Context: an optimization exercise on an open-source flow, tuned for a short achievable clock period and few clock cycles. The choices shown serve that exercise and are no tape-out recipe. The RTL was checked by simulation tests, not by an equivalence proof against the original design. No activity file was given, so power comes from the tool's default toggle rates.

**config.mk**
```make
export PLATFORM = sky130hd
export DESIGN_NAME = dcache_ctrl
export DESIGN_NICKNAME = dcache_ctrl
export VERILOG_FILES = /design/flow/design.v
export SDC_FILE = /design/flow/constraint.sdc
export NUM_CORES = 4
export LEC_CHECK = 0
export CAP_MARGIN = 20
export CORE_MARGIN = 2
export CORE_UTILIZATION = 40
export SLEW_MARGIN = 20
```
**constraint.sdc**
```tcl
create_clock -name core_clock -period 6.0 [get_ports {clk}]
set_input_delay 1.2000 -clock core_clock [delete_from_list [all_inputs] [get_ports {clk}]]
set_output_delay 1.2000 -clock core_clock [all_outputs]
set_load 0.01 [all_outputs]
```
**design.v**
```verilog
module dcache_ctrl #(
  parameter int INDEX_BITS = 4
) (
  input  logic        clk,
  input  logic        rst,
  input  logic [31:0] address,
  input  logic [31:0] writeData,
  input  logic        memRead,
  input  logic        memWrite,
  output logic [31:0] readData,
  output logic        hit,
  output logic        memReq,
  output logic        memWe,
  output logic [31:0] memAddr,
  output logic [31:0] memWriteData,
  input  logic        memReady,
  input  logic [31:0] memReadData
);
  localparam int LINE_WORDS = 4;
  localparam int LINES      = 1 << INDEX_BITS;
  localparam int TAG_W      = 28 - INDEX_BITS;
  typedef enum logic [1:0] {
    COMPARE,
    REFILL,
    WRITE,
    WDONE
  } state_t;
  state_t state, state_nxt;
  logic [LINES-1:0] valid;
  logic [TAG_W-1:0] tag_arr  [LINES];
  logic [31:0]      data_arr [LINES][LINE_WORDS];
  logic [1:0] cnt;
  logic        mem_req;
  logic        mem_we;
  logic [31:0] mem_addr;
  logic [31:0] mem_wdata;
  logic        hit_c;
  logic [31:0] read_data;
  logic [1:0]            word;
  logic [INDEX_BITS-1:0] index;
  logic [TAG_W-1:0]      tag;
  logic                  line_hit;
  logic                  last_beat;
  logic                  unused_byte_offset;
  assign word               = address[3:2];
  assign index              = address[3+INDEX_BITS:4];
  assign tag                = address[31:4+INDEX_BITS];
  assign unused_byte_offset = ^address[1:0];
  assign line_hit           = valid[index] && (tag_arr[index] == tag);
  assign last_beat          = (cnt == 2'd3);
  always_ff @(posedge clk or posedge rst) begin
    if (rst) begin
      state <= COMPARE;
    end else begin
      state <= state_nxt;
    end
  end
  always_comb begin
    state_nxt = state;
    hit_c     = 1'b0;
    read_data = '0;
    case (state)
      COMPARE: begin
        read_data = data_arr[index][word];
        if (memWrite) begin
          state_nxt = WRITE;
        end else if (memRead) begin
          if (line_hit) begin
            hit_c = 1'b1;
          end else begin
            state_nxt = REFILL;
          end
        end else begin
          hit_c = 1'b1;
        end
      end
      REFILL: begin
        if (memReady && last_beat) begin
          state_nxt = COMPARE;
        end
      end
      WRITE: begin
        if (memReady) begin
          state_nxt = WDONE;
        end
      end
      WDONE: begin
        hit_c     = 1'b1;
        state_nxt = COMPARE;
      end
      default: state_nxt = COMPARE;
    endcase
  end
  always_ff @(posedge clk or posedge rst) begin
    if (rst) begin
      valid     <= '0;
      cnt       <= 2'd0;
      mem_req   <= 1'b0;
      mem_we    <= 1'b0;
      mem_addr  <= '0;
      mem_wdata <= '0;
    end else begin
      case (state)
        COMPARE: begin
          if (memWrite) begin
            mem_req   <= 1'b1;
            mem_we    <= 1'b1;
            mem_addr  <= {address[31:2], 2'b00};
            mem_wdata <= writeData;
          end else if (memRead && !line_hit) begin
            cnt      <= 2'd0;
            mem_req  <= 1'b1;
            mem_we   <= 1'b0;
            mem_addr <= {tag, index, 4'b0000};
          end
        end
        REFILL: begin
          if (memReady) begin
            cnt <= cnt + 2'd1;
            if (last_beat) begin
              valid[index] <= 1'b1;
              mem_req      <= 1'b0;
            end else begin
              mem_addr <= mem_addr + 32'd4;
            end
          end
        end
        WRITE: begin
          if (memReady) begin
            mem_req <= 1'b0;
            mem_we  <= 1'b0;
          end
        end
        default: begin
        end
      endcase
    end
  end
  always_ff @(posedge clk) begin
    if (state == REFILL && memReady) begin
      data_arr[index][cnt] <= memReadData;
      if (last_beat) begin
        tag_arr[index] <= tag;
      end
    end
    if (state == WRITE && memReady && line_hit) begin
      data_arr[index][word] <= writeData;
    end
  end
  assign hit          = hit_c;
  assign readData     = read_data;
  assign memReq       = mem_req;
  assign memWe        = mem_we;
  assign memAddr      = mem_addr;
  assign memWriteData = mem_wdata;
endmodule
```
**run.sh**
```bash
#!/bin/bash
# synth_recipe.tcl (not shown) runs the flow's synth.tcl, then flattens the netlist and writes it again
# the make line also repeats each setting of config.mk as NAME=value (left out here)
make -C /OpenROAD-flow-scripts/flow DESIGN_CONFIG=/design/flow/config.mk WORK_HOME=/design/flow/orfs CLKGATE_MAP_FILE= SYNTH_SCRIPT=/design/flow/synth_recipe.tcl finish
```
==> notes.md <==
## cells in the final DEF, fill, tap and decap left out, types with 61 or more instances in the layout
master	n
clkbuf_1	63
mux4_2	697
nand2_1	126
clkdlybuf4s50_1	189
edfxtp_1	2432
buf_12	178
clkbuf_16	285
mux2i_1	100
dfrtp_1	84
mux2_2	79
buf_4	229
nor2_4	61
## report_power, final
group | total (W) | switching [W] | internal, W
Sequential | 0.0198 | 0.000239 | 0.0196
Combinational | 0.00429 | 0.00235 | 0.00194
Clock | 0.0158 | 0.00662 | 0.00921
Total | 0.0399 | 0.00921 | 0.0307
## stage by stage
stage                     TNS, ns  util, %  total power (W)  worst slack [ns]
after global routing            0     47.9           0.0412            0.0244
after floorplan                 0        -           0.0223           0.00647
after global placement    -0.0178     44.5           0.0244           -0.0178
final                           0     47.9           0.0399             0.176
after detailed placement  -0.0266     44.5           0.0245           -0.0266
after CTS                       0     47.9           0.0403            0.0734
## sequential cells by signal, summed over array words and instances, names as in the netlist
signal     cells
cnt            2
mem_wdata     32
valid         16
mem_addr      30
state          2
data_arr    2048
tag_arr      384
mem_we         1
mem_req        1
## area by class of cell
class | count | share of cell area [%]
antenna | 3 | 0.00638
sequential | 2516 | 63.8
timing repair buffer | 600 | 6.14
tap | 3220 | 3.42
inverter | 28 | 0.0957
clock inverter | 111 | 0.742
multi-input combinational | 1612 | 19.5
clock buffer | 351 | 6.29
## final timing paths
check                                   to  slack (ns)  depth (start not counted)
min reg2reg                       valid[1]        0.45                          1
max in group asynchronous     mem_addr[24]        4.23                          3
min                               valid[1]        0.45                          1
max reg2reg                data_arr[45][9]        1.50                         12
max                                    hit        0.18                         12
min in group asynchronous    mem_wdata[20]        0.68                          2
## metal layers
layer  track usage (%)  up-vias  wire length [um]
met2              33.5     1912            127000
met3              3.30      400             18100
li1                  -    19997                 -
met4              5.19        2              5830
met1              28.7    26562            106000
met5                 0        -                13
## logic make-up after synthesis
family	Yosys count	synth area share (%)
and+or+nand+nor	398	1.97
DFF	2516	76.1
AOI/OAI and AO/OA	285	2.19
buffers and inverters	273	1.18
muxes	888	18.1
adders and majority gates	12	0.152
xor gates and xnor gates	27	0.240
other	1	0.00380
## repair_timing
action,CTS,global route
gates resized for setup,1,6
setup buffers,0,0
setup endpoints to repair,1,1
==> notes.md <==
Status: timing/DRC/antenna clean
Design area: 118000 um2
Slowest cell on crit path: mux4_2
Congestion Overflow GR: 0
Area Overhead vs Synth: 19.3%
Most frequent cell after synthesis: edfxtp_1
RR Startpoint: tag_arr[8][14]
Die Width: 501 um
Die area: 251000 um2
Filler cell count: 19683
Largest net degree at the start of global routing: 74
Pwr/cell area: 339 nW/um2
F_max: 172 MHz
IO buf count: 195
Proportion of netlist area held by the largest area contributor: 74.0%
Routability cong.: 0.839
Post-DP Area: 109000 um2
Floorplan core area: 246000 um2
Worst clock skew: 0.0683 ns
Crit path max-delay family: compound AO/OA/AOI/OAI gates
Critical setup path kind: in -> out
Top cells by area, synth: edfxtp_1 (74%), mux4_2 (16%), dfrtp_1 (2.1%), mux2i_1 (1.0%), mux2_2 (0.90%)
TritonCTS clock tree: done
Crit path launch: address[4]
Ys async rst share: 3.34%
Clock-pin slew on the worst setup and hold paths: 0.06 ns
Total of max-cap violations: 0
Worst skew pair latency: 0.93 ns
Actual slew at the worst max-slew pin: 1.04 ns
Synthesis-stage register bit count: 2516
Netlist cell types: 75
ANT nets after route: 0
Most used DFF post-synth: edfxtp_1
Slew margin rel.: 30.9%
Num CTS Buffers: 278
Worst endpoint required time: 4.80 ns
First-pass GRT wire length: 368000 um
Crit-path cells: buf_12, mux4_2, a22oi_1, a41oi_1, a311oi_1, o22ai_1, nor4_1, buf_4, nand3_1, a211oi_1, a21o_1, clkdlybuf4s50_1
EDFF count, synth: 2432
Sequential share of the synthesized area: 76.1%
Crit Path Max Fanout: 36
Top cells by count, synth: edfxtp_1 (2432), mux4_2 (697), clkbuf_1 (157)
Hold Violations, Final: 0
DR WL/cell: 30.4 um
Starting DRT DRC Count: 5580
Cell row count: 182
Buf/Inv on CP: 3
Nets: 5149
Hold Buf Count CTS: 0
Placed Instances: 7976
Leak pwr: 37.6 nW
GRT Util Overall: 20.4%
Synth warnings: 1
Initial Util: 40.2%
H-tree Lvls: 5
Die Y-Extent: 501 um
Number of global-route vias before repair: 49844
Root Driver: clkbuf_16
Hold Slack: 0.453 ns
Io pins: 200
RSZ-0062 raised after global routing: no
Count of final setup violators: 0
Cell count after synthesis: 4400
Worst IR drop on VDD: 0.264 mV
Post-route insts no fill: 8441
Final worst path period share: 97.1%
Crit path DAT: 4.62 ns
CP Capture Type: output pin
Vias: 48873
Share of layout cells above drive strength 1: 32.1%
DRC: 0
Drt total wl: 257000 um
CP startpoint kind: primary input
Clk buf depth: 4
Reg area: 75100 um2
Detailed placement HPWL: 153000 um
Initial antenna violation count: 11
Largest stage delay, worst path: 0.59 ns
Yosys top cell by area: edfxtp_1
Worst hold-check path type: reg -> reg
Final Critical Period: 5.82 ns
Synthesized cell area: 98700 um2
Area of the multi-input gates: 22900 um2
Hold_sp: valid[1]
Final Max Slew Viols: 0
DR vias/cell: 5.79
Average cell area after synthesis: 22.4 um2
First-pass DRT Iterations: 5
CTS sink count: 2516
Testbench counts, summed over its fixed seeds: cycles 61,368.

separate check: timing with driven ports:
The results above use ideal ports. As a check the final layout listed here was re-extracted and re-timed, cells and wires unchanged. Step 1 assumes that a clkbuf_16 drives the clock port and a buf_2 every other input. Step 2 adds t to the input delays and takes it off the output delays; t is the mean of the earliest and latest rising clock arrival at the registers after step 1. Input paths then give back, and output paths get back, about the clock's delay inside the block. a / b / c = ideal ports / drivers / drivers and shift; a / b = the first two.
shift t [ns]: 0.993
setup slack, ns: 0.176 / 0.108 / 0.108
latest minus earliest clock arrival (ns): 0.071 / 0.071
slew at the worst register clock pin (ns): 0.07 / 0.07
pins driven straight from the clock port: 1
After both steps setup and hold are still met in this run. The setup slack of this run moves by -0.068 ns with the drivers and by -0.068 ns with both steps.
